Source: an optimization exercise on an open RTL-to-GDS flow (aim: small area). Production flows keep margins and buffers that such runs may drop. No functional check of the RTL was part of any run shown here. No driver is modelled on the clock port, so clocking that relies on it looks cheaper here than on a real chip. Power and IR drop assume default switching activity.

`design/flow/flow/run.sh`:
```
#!/bin/bash
# The standard layout with these changes:
#  - ABC maps with the script in area.abc; the synthesis passes, and so the
#    register names and cell types, are the standard synthesis's;
#  - the floorplan removes ABC's buffers instead of sizing cells for timing
#    on ideal wires;
#  - ports are buffered with buf_1;
#  - CTS builds the tree from clkbuf_4 in small clusters, without dummy loads;
#  - the resizer may not use the largest buffers (on top of the platform's
#    don't-use cells);
#  - after CTS, post_cts.tcl downsizes cells that have slack, then repairs
#    slew, capacitance and setup again.
# Make's output goes to flow.log; each ORFS step logs to orfs/logs/.
set -euo pipefail
HERE=$(pwd)
F=$HERE/flow

# ORFS synthesis, with abc_args pointed at our script (the -D period stays)
sed "/^read_checkpoint /a set abc_args [lreplace \$abc_args 1 1 $F/area.abc]" \
    "$FLOW_HOME/scripts/synth.tcl" > "$HERE/my_synth.tcl"
grep -q "area.abc" "$HERE/my_synth.tcl"
sed "s#\$::env(SCRIPTS_DIR)/synth.tcl#$HERE/my_synth.tcl#" synth_recipe.tcl > "$HERE/my_synth_recipe.tcl"
grep -q "my_synth.tcl" "$HERE/my_synth_recipe.tcl"

# The platform's don't-use list, plus the largest buffers
DU=$(make -s -C "$FLOW_HOME" DESIGN_CONFIG="$FLOW_CONFIG" print-DONT_USE_CELLS | sed 's/^DONT_USE_CELLS *[:=] *//')
echo "$DU" | grep -q "sky130_fd_sc_hd__probe_p_8"
DU="$DU sky130_fd_sc_hd__buf_8 sky130_fd_sc_hd__buf_12 sky130_fd_sc_hd__buf_16 sky130_fd_sc_hd__bufbuf_8 sky130_fd_sc_hd__bufbuf_16"
echo "$DU" > "$HERE/dont_use.txt"

bash standard.sh \
    "SYNTH_SCRIPT=$HERE/my_synth_recipe.tcl" \
    "DONT_USE_CELLS=$DU" \
    "REMOVE_ABC_BUFFERS=1" \
    "POST_CTS_TCL=$F/post_cts.tcl" \
    "BUFFER_PORTS_ARGS=-buffer_cell sky130_fd_sc_hd__buf_1" \
    "CTS_ARGS=-sink_clustering_enable -repair_clock_nets -dont_use_dummy_load -buf_list {sky130_fd_sc_hd__clkbuf_4} -sink_clustering_size 10 -sink_clustering_max_diameter 40" \
    finish > "$HERE/flow.log" 2>&1
```
`design/flow/flow/area.abc`:
```
strash
&get -n
&fraig -x
&put
scorr
dc2
strash
&get -n
&dch -f
&nf -R 15
&put
```
`design/flow/flow/post_cts.tcl`:
```
# After CTS: downsize cells that have slack, then repair slew, capacitance and
# setup again, and legalize.
estimate_parasitics -placement
repair_timing -recover_power 100 -verbose
repair_design -slew_margin 0 -cap_margin 0 -verbose
repair_timing -setup -verbose
detailed_placement
check_placement -verbose
```
`design/flow/standard.sh`:
```
#!/bin/bash
# synth_recipe.tcl (not shown) runs the flow's synth.tcl, then flattens the netlist and writes it again
# the make line also repeats each setting of config.mk as NAME=value (left out here)
make -C /OpenROAD-flow-scripts/flow DESIGN_CONFIG=/design/flow/config.mk WORK_HOME=/design/flow/orfs CLKGATE_MAP_FILE= SYNTH_SCRIPT=/design/flow/synth_recipe.tcl "${@:-finish}"
```
`design/flow/config.mk`:
```
export PLATFORM = sky130hd
export DESIGN_NAME = dpCluster
export DESIGN_NICKNAME = dpCluster
export VERILOG_FILES = /design/flow/design.v
export SDC_FILE = /design/flow/constraint.sdc
export NUM_CORES = 4
export LEC_CHECK = 0
export CAP_MARGIN = 0
export CORE_MARGIN = 2
export CORE_UTILIZATION = 65
export GPL_TIMING_DRIVEN = 0
export SLEW_MARGIN = 0
```
`design/flow/constraint.sdc`:
```
create_clock -name core_clock -period 10.0 [get_ports {clk}]
set_input_delay 2.0000 -clock core_clock [delete_from_list [all_inputs] [get_ports {clk}]]
set_output_delay 2.0000 -clock core_clock [all_outputs]
set_load 0.01 [all_outputs]
```
`design/flow/design.v`:
```
`default_nettype none
module aluCore (
    input  logic [32-1:0] ins,
    input  logic [32-1:0] opA,
    input  logic [32-1:0] opB,
    input  logic [3:0]             fl,
    input  logic                   cIn,          
    input  logic                   zOld,
    output logic [32-1:0] aluY,
    output logic [3:0]             newFlags,
    output logic [3:0]             newEnc,
    output logic                   doWrite,
    output logic                   zNew
);
    localparam int W = 32;
    logic n, z, c, v;
    assign {n, z, c, v} = fl;
    logic [3:0] cond;
    logic       condPass;
    logic [1:0] cls;
    logic [3:0] opc;
    logic       mul;
    logic       dp;
    logic       regW;
    logic       exec;
    logic       noWrite;
    logic       logicOp;
    assign cond = ins[31:28];
    assign cls  = ins[27:26];
    assign opc  = ins[24:21];
    always_comb begin
        case (cond)
            4'h0:    condPass = z;
            4'h1:    condPass = !z;
            4'h2:    condPass = c;
            4'h3:    condPass = !c;
            4'h4:    condPass = n;
            4'h5:    condPass = !n;
            4'h6:    condPass = v;
            4'h7:    condPass = !v;
            4'h8:    condPass = c && !z;
            4'h9:    condPass = !c || z;
            4'hA:    condPass = n == v;
            4'hB:    condPass = n != v;
            4'hC:    condPass = !z && (n == v);
            4'hD:    condPass = z || (n != v);
            default: condPass = 1'b1;
        endcase
    end
    assign mul     = !ins[25] && ins[7:4] == 4'b1001 && opc == 4'b0000;
    assign dp      = cls == 2'd0 && !mul;
    assign regW    = cls == 2'd0 ? !mul :
                     cls == 2'd1 ? ins[20] && !(ins[25:20] == 6'b111111 && ins[7:4] == 4'b1111) :
                     1'b0;
    assign exec    = dp && condPass;
    assign noWrite = opc[3:2] == 2'b10;
    assign doWrite = exec && !noWrite;
    assign logicOp = ((opc) == 4'd0 || (opc) == 4'd1 || (opc) == 4'd8 || 
                         (opc) == 4'd9 || (opc) == 4'd12 || (opc) == 4'd13 || 
                         (opc) == 4'd14 || (opc) == 4'd15);
    logic [15:0]  rotDec;
    logic [W-1:0] immVal;
    logic [W-1:0] op2;
    logic [13:0] rotA;
    logic [W-1:0] rotB;
    always_comb begin
        for (int k = 0; k < 14; k++) begin
            rotA[k] = 1'b0;
            for (int s2 = 0; s2 < 4; s2++) begin
                if ((((k + 26) % 32 + 2*s2) % 32) < 8)
                    rotA[k] = rotA[k] | (ins[9:8] == s2 && ins[(((k + 26) % 32) + 2*s2) % 32]);
            end
        end
        for (int j = 0; j < W; j++) begin
            immVal[j] = 1'b0;
            for (int q = 0; q < 4; q++) begin
                if (((((j + 8*q) % 32) + 6) % 32) < 14)
                    immVal[j] = immVal[j] | (ins[11:10] == q && rotA[(((j + 8*q) % 32) + 6) % 32]);
            end
        end
    end
    assign op2 = ins[25] ? immVal : opB;
    logic invB;
    logic revS;
    logic cin;
    always_comb begin
        invB = 1'b0;
        revS = 1'b0;
        cin  = 1'b0;
        case (opc)
            4'd2, 4'd10: begin invB = 1'b1; cin = 1'b1; end
            4'd3:           begin invB = 1'b1; revS = 1'b1; end
            4'd5:           cin = cIn;
            4'd6:           begin invB = 1'b1; cin = cIn; end
            4'd7:           begin invB = 1'b1; revS = 1'b1; cin = !cIn; end
            4'd14, 4'd15: invB = 1'b1;
            default:            ;
        endcase
    end
    logic [3:0] lut;
    always_comb begin
        case (opc)
            4'd0, 4'd8, 4'd14: lut = 4'b1000;
            4'd1, 4'd9:          lut = 4'b0110;
            4'd12:                    lut = 4'b1110;
            4'd13, 4'd15:          lut = 4'b1010;
            default:                     lut = revS ? 4'b1001 : 4'b0110;
        endcase
    end
    localparam int H = W / 2;
    logic [W-1:0] y2;
    logic [H:0]   cLo;
    logic [H:0]   cHi0;
    logic [H:0]   cHi1;
    logic [W-1:0] cy;
    logic         cTop;
    assign y2 = op2 ^ {W{invB}};
    assign cLo[0]  = cin;
    assign cHi0[0] = 1'b0;
    assign cHi1[0] = 1'b1;
    for (genvar i = 0; i < H; i++) begin : gCarry
        assign cLo[i+1]  = (opA[i] & y2[i]) | (cLo[i] & (opA[i] | y2[i]));
        assign cHi0[i+1] = (opA[H+i] & y2[H+i]) | (cHi0[i] & (opA[H+i] | y2[H+i]));
        assign cHi1[i+1] = (opA[H+i] & y2[H+i]) | (cHi1[i] & (opA[H+i] | y2[H+i]));
        assign cy[i]     = cLo[i];
        assign cy[H+i]   = cLo[H] ? cHi1[i] : cHi0[i];
    end
    assign cTop = cLo[H] ? cHi1[H] : cHi0[H];
    for (genvar i = 0; i < W; i++) begin : gBit
        assign aluY[i] = lut[{opA[i], y2[i] ^ (!logicOp && cy[i])}];
    end
    logic cOut;
    logic ovf;
    assign cOut = cTop ^ revS;
    assign ovf  = cTop ^ cy[W-1];
    logic [3:0] aluFlags;
    logic [3:0] mask;
    logic       aluZ;
    assign aluZ     = aluY == '0;
    assign aluFlags = {aluY[W-1], aluZ, logicOp ? c : cOut, ovf};
    assign mask     = (exec && ins[20]) ? (logicOp ? 4'b1110 : 4'b1111) : 4'b0000;
    assign newFlags = (fl & ~mask) | (aluFlags & mask);
    assign newEnc = {exec, exec ? {ins[20], !noWrite} : cls, regW};
    assign zNew   = doWrite ? aluZ : zOld;
endmodule
`default_nettype wire
`default_nettype none
module dpCluster (
    input  logic       clk,
    input  logic       rstN,
    input  logic       wbCyc,
    input  logic       wbStb,
    input  logic       wbWe,
    input  logic [3:0] wbAdr,
    input  logic [32-1:0]      wbDatW,
    output logic [32-1:0]      wbDatR,
    output logic       wbAck
);
    localparam int W = 32;
    localparam int L = 4;
    logic [W-1:0] opA;
    logic [W-1:0] opB;
    logic [W-1:0] res   [L];
    logic [3:0]   flg   [L];
    logic [3:0]   rdS   [L];
    logic [3:0]   enc   [L];     
    logic [L-1:0] zS;            
    logic [L-1:0] done;
    logic [L-1:0] valid;         
    logic       take;
    logic [3:0] adrR;
    logic       weR;
    assign take = !wbAck && wbCyc && wbStb;
    always_ff @(posedge clk) begin
        wbAck <= rstN && take;
        adrR  <= wbAdr;
        weR   <= wbWe;
    end
    always_ff @(posedge clk) begin
        if (take && wbWe && wbAdr == 4'd0) opA <= wbDatW;
        if (take && wbWe && wbAdr == 4'd1) opB <= wbDatW;
    end
    logic [W-1:0] ins;
    logic [1:0]   iLane;
    logic         isIssue;
    logic [1:0]   sLane;
    logic         sValid;
    logic [3:0]   fl;
    logic         zOld;
    assign ins     = wbDatW;
    assign iLane   = {wbAdr[2], wbAdr[0]};
    assign sLane   = wbAck ? adrR[1:0] : iLane;
    assign sValid  = valid[sLane];
    assign isIssue = take && wbWe && wbAdr[3:1] != 3'b000 && wbAdr[3:1] != 3'b011 && !wbAdr[3];
    assign fl      = sValid ? flg[sLane] : 4'b0000;
    assign zOld    = !sValid || zS[sLane];
    logic [W-1:0] aluY;
    logic [3:0]   newFlags;
    logic [3:0]   newEnc;
    logic         doWrite;
    logic         zNew;
    aluCore uAlu (
        .ins      (ins),
        .opA      (opA),
        .opB      (opB),
        .fl       (fl),
        .cIn      (valid[iLane] && flg[iLane][1]),
        .zOld     (zOld),
        .aluY     (aluY),
        .newFlags (newFlags),
        .newEnc   (newEnc),
        .doWrite  (doWrite),
        .zNew     (zNew)
    );
    logic       clrSel;
    assign clrSel = wbAck && !weR && adrR[3:2] == 2'b11;
    for (genvar i = 0; i < L; i++) begin : gLane
        logic iss;
        assign iss      = isIssue && iLane == i;
        assign valid[i] = !enc[i][3] || enc[i][0];
        always_ff @(posedge clk) begin
            if (iss) begin
                flg[i]  <= newFlags;
                rdS[i]  <= ins[15:12];
                zS[i]   <= zNew;
            end
            if (!rstN) begin
                enc[i]  <= 4'b1000;
            end else if (iss) begin
                enc[i]  <= newEnc;
            end
            if (iss && doWrite) res[i] <= aluY;
            if (iss) begin
                done[i] <= 1'b1;
            end else if (clrSel && adrR[1:0] == i) begin
                done[i] <= 1'b0;
            end
        end
    end
    logic [3:0]  rEnc;
    logic [3:0]  rRd;
    logic [15:0] rStat;
    logic        rPcs;
    assign rEnc   = enc[sLane];
    assign rRd    = rdS[sLane];
    assign rPcs   = (rRd == 4'd15 && rEnc[0]) || (!rEnc[3] && rEnc[2:1] == 2'd2);
    assign rStat  = {zS[sLane], rEnc[3], rRd, rEnc[3] ? 2'b00 : rEnc[2:1], flg[sLane],
                     rEnc[3] && rEnc[2], rPcs, rEnc[3] && rEnc[1], done[sLane]};
    always_comb begin
        wbDatR = '0;
        if (adrR[3] && sValid) begin
            if (adrR[2]) begin
                wbDatR = {{(W-16){1'b0}}, rStat};
            end else if (!zS[sLane]) begin
                wbDatR = res[sLane];
            end
        end
    end
endmodule
`default_nettype wire
```
==> results of run 1 <==
[where the power goes]
group	switching (mW)	leakage, nW	internal, mW	total, mW
registers	0.00420	2.27	1.19	1.19
logic	0.251	1.80	0.147	0.399
clock network	0.310	0.166	0.166	0.476
[cell usage after synthesis, drive strengths merged, types with 13 or more instances]
master	instances	share of area
edfxtp	228	0.56
o21ai	39	0.016
o22ai	22	0.011
mux4	28	0.052
nand2	126	0.039
clkinv	35	0.011
dfxtp	26	0.043
nor2	74	0.023
a21boi	13	0.0081
a222oi	41	0.034
xnor2	32	0.023
xor2	35	0.025
nor2b	20	0.010
a21oi	82	0.034
[cell families (layout without fill, tap and decap cells)]
kind of cell	Yosys count	after routing	share of synthesized area
and+or+nand+nor	307	307	0.120
AOI/OAI and AO/OA	273	273	0.155
DFF	254	254	0.608
xor gates and xnor gates	67	67	0.0484
buffers and inverters	35	164	0.0108
muxes	32	32	0.0554
adders and majority gates	4	4	0.00330
other	0	1	0
[registers in the layout, summed over array words and instances, names as in the netlist]
register / cells
enc: 16
flg: 16
done: 4
opA: 32
opB: 32
wbAck: 1
weR: 1
adrR: 4
zS: 4
rdS: 16
res: 128
[worst max-delay path by stage]
stage,slack (ns),from,to,depth (start not counted)
after global placement,-4.10,wbDatW[24],zS[1],28
after global routing,0.02,wbAdr[2],zS[3],29
final,0.34,wbDatW[0],zS[3],28
after floorplan,-1.34,wbDatW[23],zS[0],27
after detailed placement,-1.54,wbDatW[24],zS[0],29
[critical path, delay by kind of cell]
kind / cells / cell delay, ns
and+or+nand+nor: 5 / 1.53
muxes: 1 / 0.62
AOI/OAI and AO/OA: 17 / 4.40
xor gates and xnor gates: 2 / 0.44
buffers and inverters: 1 / 0.25
adders and majority gates: 2 / 0.83
[layout make-up]
cell class,count,area [sq um]
Antenna cell,1,2.50
Clock buffer,36,270
Fill cell,1258,4930
Inverter,35,131
Multi-Input combinational cell,683,4730
Sequential cell,254,7370
Tap cell,229,287
Timing Repair Buffer,93,438
[through the flow]
stage	power [mW]	cell area, sq um	std cells	hold WS [ns]	worst slack, ns
6_report	2.07	13200	1331	0.452	0.339
5_1_grt	2.16	13200	1331	0.485	0.0207
3_5_place_dp	1.61	13000	1292	0.437	-1.54
3_3_place_gp	1.59	12700	1274	0.435	-4.10
2_1_floorplan	1.48	12100	972	0.423	-1.34
[layer usage]
metal  share of wire  global-route usage
met4           0.029               0.104
met2            0.46               0.491
met1            0.40               0.452
met5               0                   0
met3            0.10              0.0595
==> qor.csv, run 1 <==
stage;metric;value;unit
synthesis;post-synthesis sequential area ratio;0.608;
layout;share of cells above drive strength 1;0.0936;
worst_setup_path;CP arrival;10.09;ns
timing;Slew @ Worst Pin;1.36;ns
worst_setup_path;reg2reg end;zS[3];
floorplanning;Placement Rows;49;
timing;Fmax;104;MHz
global_routing;total gr overflow;0;
worst_setup_path;Worst setup SP type;primary input;
timing;final period utilization;0.966;
min_path;WHS Endpoint;done[3];
worst_setup_path;CP max-delay cell;mux4_2;
worst_setup_path;critical path's most frequent cell;o311a_1;
synthesis;Synth Instances;972;
min_path;Hold WC Path Type;reg -> reg;
timing;final hold violation count;0;
routing;Initial DRT Pass Iterations;8;
status;status;no timing/DRC/antenna violations;
place;dpl hpwl;21300;microns
timing;Rel. slew slack;0.0906;
worst_setup_path;crit end category;register;
power;Power Density;157;nW/um^2
floorplanning;I/O Pins;74;
min_path;hold depth;2;
place;placer congestion estimate;0.945;
floorplanning;Die H;141;microns
worst_setup_path;max incr delay on CP;0.62;ns
floorplanning;CORE AREA;18100;sq um
routing;Via Count;8961;
timing;unrepaired setup endpoints after global routing;no;
routing;DR vias/cell;6.73;
clock_tree;clock sinks;254;
routing;Routed wire per std cell;22.9;microns
layout;final design utilization;0.729;
timing;Worst Skew;0.0767;ns
global_routing;GRT Total Usage;0.313;
synthesis;Top FF cell, synth;edfxtp_1;
power;leakage power;4.24;nW
global_routing;first-pass GRT wire length;46900;microns
synthesis;Avg Inst Size Synth;12.5;sq um
layout;nets@finish;1144;
power;VDD IR-drop max;0.115;mV
timing;post-route setup TNS;0;ns
clock_tree;clock-pin slew on the worst setup and hold paths;0.09;ns
synthesis;Yosys cell types;54;
timing;Pins Over Slew Limit;0;
synthesis;asr flop ratio synth;0;
layout;most frequent cells in the layout;edfxtp_1, nand2_1, a21oi_1;
synthesis;Post-Syn Area;12100;sq um
timing;Final min period;9.66;ns
routing;Routed Antenna Nets;0;
place;Port Buffer Count;73;
global_routing;vias in the first global route;8440;
layout;area grow syn2layout;9.10;%
floorplanning;starting density of the core;0.668;
worst_setup_path;required time worst endpoint;10.43;ns
routing;initial DRC count;1185;
run;max_cap viols;0;
floorplanning;Die Width;141;microns
routing;Routed WL;30500;microns
global_routing;initial antenna violation count;1;
synthesis;FF+latch count, synth;254;
worst_setup_path;source of the worst register-to-register timing path;enc[2][0];
global_routing;largest net degree at the start of global routing;45;
min_path;Worst Hold Launch;done[3];
synthesis;Yosys warnings;6;
floorplanning;die area;19800;sq um
routing;DRC Markers;0;
worst_setup_path;CP max FO;6;
synthesis;number of flops mapped to enable cells by yosys;228;
worst_setup_path;FF-to-FF path depth;27;
clock_tree;Clock Latency Late Sink;0.64;ns
worst_setup_path;CP Class;in -> reg;
layout;commonest non-fill, non-tap cell in the layout;edfxtp_1;
timing;setup violators final;0;
worst_setup_path;Worst R2R Setup Slack;1.71;ns
clock_tree;CTS tree;done;
==> run 2: changes to the inputs <==
--- a/design/flow/design.v
+++ b/design/flow/design.v
@@ -5,5 +5,4 @@
     input  logic [32-1:0] opB,
     input  logic [3:0]             fl,
-    input  logic                   cIn,          
     input  logic                   zOld,
     output logic [32-1:0] aluY,
@@ -91,7 +90,7 @@
             4'd2, 4'd10: begin invB = 1'b1; cin = 1'b1; end
             4'd3:           begin invB = 1'b1; revS = 1'b1; end
-            4'd5:           cin = cIn;
-            4'd6:           begin invB = 1'b1; cin = cIn; end
-            4'd7:           begin invB = 1'b1; revS = 1'b1; cin = !cIn; end
+            4'd5:           cin = c;
+            4'd6:           begin invB = 1'b1; cin = c; end
+            4'd7:           begin invB = 1'b1; revS = 1'b1; cin = !c; end
             4'd14, 4'd15: invB = 1'b1;
             default:            ;
@@ -184,15 +183,11 @@
     logic [1:0]   iLane;
     logic         isIssue;
-    logic [1:0]   sLane;
-    logic         sValid;
     logic [3:0]   fl;
     logic         zOld;
     assign ins     = wbDatW;
     assign iLane   = {wbAdr[2], wbAdr[0]};
-    assign sLane   = wbAck ? adrR[1:0] : iLane;
-    assign sValid  = valid[sLane];
     assign isIssue = take && wbWe && wbAdr[3:1] != 3'b000 && wbAdr[3:1] != 3'b011 && !wbAdr[3];
-    assign fl      = sValid ? flg[sLane] : 4'b0000;
-    assign zOld    = !sValid || zS[sLane];
+    assign fl      = valid[iLane] ? flg[iLane] : 4'b0000;
+    assign zOld    = !valid[iLane] || zS[iLane];
     logic [W-1:0] aluY;
     logic [3:0]   newFlags;
@@ -205,5 +200,4 @@
         .opB      (opB),
         .fl       (fl),
-        .cIn      (valid[iLane] && flg[iLane][1]),
         .zOld     (zOld),
         .aluY     (aluY),
@@ -238,20 +232,24 @@
         end
     end
+    logic [1:0]  rLane;
+    logic        rValid;
     logic [3:0]  rEnc;
     logic [3:0]  rRd;
     logic [15:0] rStat;
     logic        rPcs;
-    assign rEnc   = enc[sLane];
-    assign rRd    = rdS[sLane];
+    assign rLane  = adrR[1:0];
+    assign rValid = valid[rLane];
+    assign rEnc   = enc[rLane];
+    assign rRd    = rdS[rLane];
     assign rPcs   = (rRd == 4'd15 && rEnc[0]) || (!rEnc[3] && rEnc[2:1] == 2'd2);
-    assign rStat  = {zS[sLane], rEnc[3], rRd, rEnc[3] ? 2'b00 : rEnc[2:1], flg[sLane],
-                     rEnc[3] && rEnc[2], rPcs, rEnc[3] && rEnc[1], done[sLane]};
+    assign rStat  = {zS[rLane], rEnc[3], rRd, rEnc[3] ? 2'b00 : rEnc[2:1], flg[rLane],
+                     rEnc[3] && rEnc[2], rPcs, rEnc[3] && rEnc[1], done[rLane]};
     always_comb begin
         wbDatR = '0;
-        if (adrR[3] && sValid) begin
+        if (adrR[3] && rValid) begin
             if (adrR[2]) begin
                 wbDatR = {{(W-16){1'b0}}, rStat};
-            end else if (!zS[sLane]) begin
-                wbDatR = res[sLane];
+            end else if (!zS[rLane]) begin
+                wbDatR = res[rLane];
             end
         end
--- a/design/flow/flow/run.sh
+++ b/design/flow/flow/run.sh
@@ -1,15 +1,9 @@
 #!/bin/bash
-# The standard layout with these changes:
-#  - ABC maps with the script in area.abc; the synthesis passes, and so the
-#    register names and cell types, are the standard synthesis's;
-#  - the floorplan removes ABC's buffers instead of sizing cells for timing
-#    on ideal wires;
-#  - ports are buffered with buf_1;
-#  - CTS builds the tree from clkbuf_4 in small clusters, without dummy loads;
-#  - the resizer may not use the largest buffers (on top of the platform's
-#    don't-use cells);
-#  - after CTS, post_cts.tcl downsizes cells that have slack, then repairs
-#    slew, capacitance and setup again.
-# Make's output goes to flow.log; each ORFS step logs to orfs/logs/.
+# The standard layout with four changes: ABC maps with the area script
+# in area.abc, ports are buffered with buf_1, CTS builds the tree from small
+# clock buffers without dummy loads, and the resizer may not use the largest
+# buffers (on top of the platform's don't-use cells).
+# Everything else, the synthesis passes and the register names included, is
+# the standard flow's.
 set -euo pipefail
 HERE=$(pwd)
@@ -32,6 +26,4 @@
     "SYNTH_SCRIPT=$HERE/my_synth_recipe.tcl" \
     "DONT_USE_CELLS=$DU" \
-    "REMOVE_ABC_BUFFERS=1" \
-    "POST_CTS_TCL=$F/post_cts.tcl" \
     "BUFFER_PORTS_ARGS=-buffer_cell sky130_fd_sc_hd__buf_1" \
     "CTS_ARGS=-sink_clustering_enable -repair_clock_nets -dont_use_dummy_load -buf_list {sky130_fd_sc_hd__clkbuf_4} -sink_clustering_size 10 -sink_clustering_max_diameter 40" \
removed: design/flow/flow/post_cts.tcl
==> qor.csv, run 2 <==
stage;metric;value;unit;change
status;status;no timing/DRC/antenna violations;;
worst_setup_path;Crit. Startpoint;wbAdr[2];;
floorplanning;I/O Pins;74;;unchanged
routing;Routed Antenna Nets;0;;unchanged
synthesis;Yosys top cell by area;edfxtp_1;;
routing;DRC Markers;0;;unchanged
layout;biggest regs;res x128, opA x32, opB x32;;
timing;Slew @ Worst Pin;1.33;ns;-0.0307 ns
synthesis;Yosys warnings;6;;unchanged
layout;Register Area;7370;sq um;unchanged
worst_setup_path;Worst R2R Setup Slack;1.43;ns;-0.28 ns
synthesis;most frequent cell after synthesis;edfxtp_1;;
clock_tree;CTS Hold Bufs;0;;
worst_setup_path;source of the worst register-to-register timing path;enc[0][0];;
timing;final hold violation count;0;;unchanged
worst_setup_path;reg2reg end;flg[1][2];;
power;Power Density;153;nW/um^2;-2.5%
layout;commonest non-fill, non-tap cell in the layout;edfxtp_1;;
worst_setup_path;required time worst endpoint;10.46;ns;+0.03 ns
worst_setup_path;CP Capture Point;flg[1][2];;
timing;WHS;0.473;ns;+0.0211 ns
synthesis;FF+latch count, synth;254;;unchanged
worst_setup_path;crit end category;register;;
routing;DR vias/cell;6.91;;+2.6%
floorplanning;die area;19800;sq um;+0.11%
synthesis;Yosys cell types;51;;-5.6%
global_routing;initial antenna violation count;0;;-1
layout;area of the multi-input gates;4890;sq um;+3.5%
global_routing;first-pass GRT wire length;48200;microns;+2.7%
timing;Pins Over Slew Limit;0;;unchanged
synthesis;Synth Instances;978;;+0.62%
synthesis;asr flop ratio synth;0;;unchanged
layout;share of cells above drive strength 1;0.110;;+0.0166
power;leakage power;4.29;nW;+1.2%
routing;Routed wire per std cell;23.8;microns;+3.6%
worst_setup_path;Worst setup SP type;primary input;;
timing;final period utilization;0.974;;+0.00768
clock_tree;root buffer cell;clkbuf_4;;
routing;initial DRC count;979;;-17%
clock_tree;CTS tree;done;;
floorplanning;Die H;141;microns;about the same
worst_setup_path;max incr delay on CP;0.61;ns;about the same
global_routing;GRT Total Usage;0.319;;+0.00585
timing;Fmax;103;MHz;-0.79%
timing;Rel. slew slack;0.106;;+0.0151
worst_setup_path;CP Class;in -> reg;;
clock_tree;Clock Latency Late Sink;0.66;ns;+0.02 ns
layout;Fillers;1283;;+2.0%
floorplanning;starting density of the core;0.669;;+0.000758
synthesis;area share of the largest cell type after synthesis;0.564;;-0.000641
layout;most frequent cells in the layout;edfxtp_1, nand2_1, a21oi_1;;
synthesis;post-synthesis sequential area ratio;0.607;;-0.000690
layout;nets@finish;1151;;+0.61%
synthesis;top post-synthesis cells by area;edfxtp_1, mux4_2, dfxtp_1;;
synthesis;Post-Syn Area;12100;sq um;+0.11%
routing;Routed WL;31800;microns;+4.1%
synthesis;Post-synth top cells;edfxtp_1, nand2_1, a21oi_1;;
global_routing;vias in the first global route;8583;;+1.7%
floorplanning;Die Width;141;microns;about the same
min_path;Worst Hold Launch;done[2];;
worst_setup_path;CP arrival;10.20;ns;+0.11 ns
worst_setup_path;FF-to-FF path depth;29;;+7.4%
clock_tree;clock-pin slew on the worst setup and hold paths;0.10;ns;about the same
clock_tree;CTS Buf Count;36;;
worst_setup_path;CP max FO;18;;+12
layout;area grow syn2layout;10.5;%;
layout;max FFs per register;128;;unchanged
routing;Initial DRT Pass Iterations;8;;unchanged
routing;Via Count;9235;;+3.1%
timing;Final min period;9.74;ns;+0.0768 ns
layout;diode count;0;;-1
timing;setup violators final;0;;unchanged
min_path;Hold WC Path Type;reg -> reg;;
place;placer congestion estimate;0.927;;-1.9%
synthesis;syn nets;1019;;
place;Port Buffer Count;73;;unchanged
floorplanning;CORE AREA;18100;sq um;unchanged
global_routing;largest net degree at the start of global routing;36;;-20%
place;dpl hpwl;21200;microns;-0.56%
synthesis;number of flops mapped to enable cells by yosys;228;;unchanged
place;pre-CTS WS;-3.19;ns;-1.64 ns
worst_setup_path;CP max-delay cell;mux4_2;;
power;VDD IR-drop max;0.103;mV;-11%
timing;PnR worst setup slack;0.262;ns;-0.0768 ns
synthesis;Avg Inst Size Synth;12.4;sq um;-0.50%
run;max_cap viols;0;;unchanged
timing;Worst Skew;0.115;ns;+0.0383 ns
clock_tree;clock sinks;254;;unchanged
clock_tree;Clock Tree Buf Depth;3;;
global_routing;total gr overflow;0;;unchanged
layout;largest reg by FF count;res;;
floorplanning;Placement Rows;49;;unchanged
clock_tree;H-tree Lvls;2;;
synthesis;Top FF cell, synth;edfxtp_1;;
==> run 2: cell types whose count changed after synthesis, moves of 7 or more <==
cell / delta
a21oi_1: +18
o22ai_1: -18
a22oi_1: +17
xnor2_1: -14
xor2_1: +13
a21boi_0: -12
a22o_1: +9
clkinv_1: -9
and2_0: +7
o21ai_0: -7
==> run 2: worst min-delay path by stage <==
stage | to | slack, ns | cells past startpoint
global route | done[2] | 0.51 | 2
detailed placement | done[2] | 0.46 | 2
CTS | done[2] | 0.47 | 2
global placement | done[2] | 0.45 | 2
finish | done[2] | 0.47 | 2
floorplan | done[2] | 0.44 | 2
==> run 2: routing by layer <==
layer | GRT usage | part of all wire
met1 | 0.455 | 0.40
met2 | 0.495 | 0.46
met3 | 0.0730 | 0.10
met4 | 0.108 | 0.030
met5 | 0 | 0
==> run 2: stage by stage <==
step	total power [mW]	setup TNS, ns	cells	util	instance area [sq um]
global route	2.11	-0.0546	1337	0.739	13400
detailed placement	1.56	-116.54	1294	0.713	12900
finish	2.04	0	1337	0.739	13400
global placement	1.55	-109.63	1280	0.699	12700
floorplan	1.44	0	978	-	12100
CTS	2.04	0	1336	0.736	13400
==> run 2: what timing repair did <==
| action | 4_1_cts | 5_1_grt |
|---|---|---|
| pin swaps | 4 | 3 |
| resized for setup | 29 | 8 |
| buffers inserted | 6 | 1 |
| endpoints found under the setup margin | 60 | 16 |
==> run 2: layout make-up <==
class | count | area share
Sequential cell | 254 | 0.550
Clock buffer | 36 | 0.0202
Inverter | 26 | 0.00765
Multi-Input combinational cell | 698 | 0.365
Tap cell | 229 | 0.0214
Timing Repair Buffer | 94 | 0.0363
==> run 2: power by group <==
part           leakage [nW]  switching, mW  internal [mW]  total (mW)
sequential             2.27        0.00576           1.19        1.19
clock                 0.166          0.323          0.166       0.489
combinational          1.85          0.234          0.131       0.364
total                  4.29          0.562           1.48        2.04
==> run 2: cell families (layout without fill, tap and decap cells) <==
logic type | Yosys count | after routing | synth area share
xor gates and xnor gates | 66 | 66 | 0.0476
buffers and inverters | 26 | 156 | 0.00804
and+or+nand+nor | 318 | 318 | 0.123
muxes | 30 | 30 | 0.0516
AOI/OAI and AO/OA | 282 | 282 | 0.160
adders and majority gates | 2 | 2 | 0.00165
DFF | 254 | 254 | 0.607
==> run 2: worst max-delay path, delay by kind of cell <==
family                   cells  cell delay, ns
buffers and inverters        2            0.36
AO/OA/AOI/OAI               18            4.92
adder cells (fa/ha/maj)      2            0.67
XOR/XNOR                     1            0.23
AND/OR/NAND/NOR              5            1.12
multiplexers                 2            0.87

## separate check: timing with driven ports
The results above use ideal ports. As a check the final layouts listed here were re-extracted and re-timed, cells and wires unchanged.
Step 1 (the two cells are an assumption about what drives the block):
set clk [get_ports {clk}]
set_driving_cell -lib_cell sky130_fd_sc_hd__clkbuf_16 $clk
set_driving_cell -lib_cell sky130_fd_sc_hd__buf_2 [delete_from_list [all_inputs] $clk]
Step 2 times the ports against the registers' clock, not the clock port: input delays grow and output delays shrink by t, the midpoint of the rising clock arrivals with the driver on.
a / b / c = ideal ports / drivers / drivers and shift; a / b = the first two.
run	t (ns)	setup WS [ns]	worst setup path at the end
run 1	0.641	0.339 / 0.350 / -0.291	input to register
run 2	0.639	0.262 / 0.271 / -0.369	input to register
Met with ideal ports but missed after step 2: setup timing in run 1 and run 2. For run 2, which loses most, drivers alone change the setup slack by +0.009 ns; drivers and shift together by -0.631 ns.
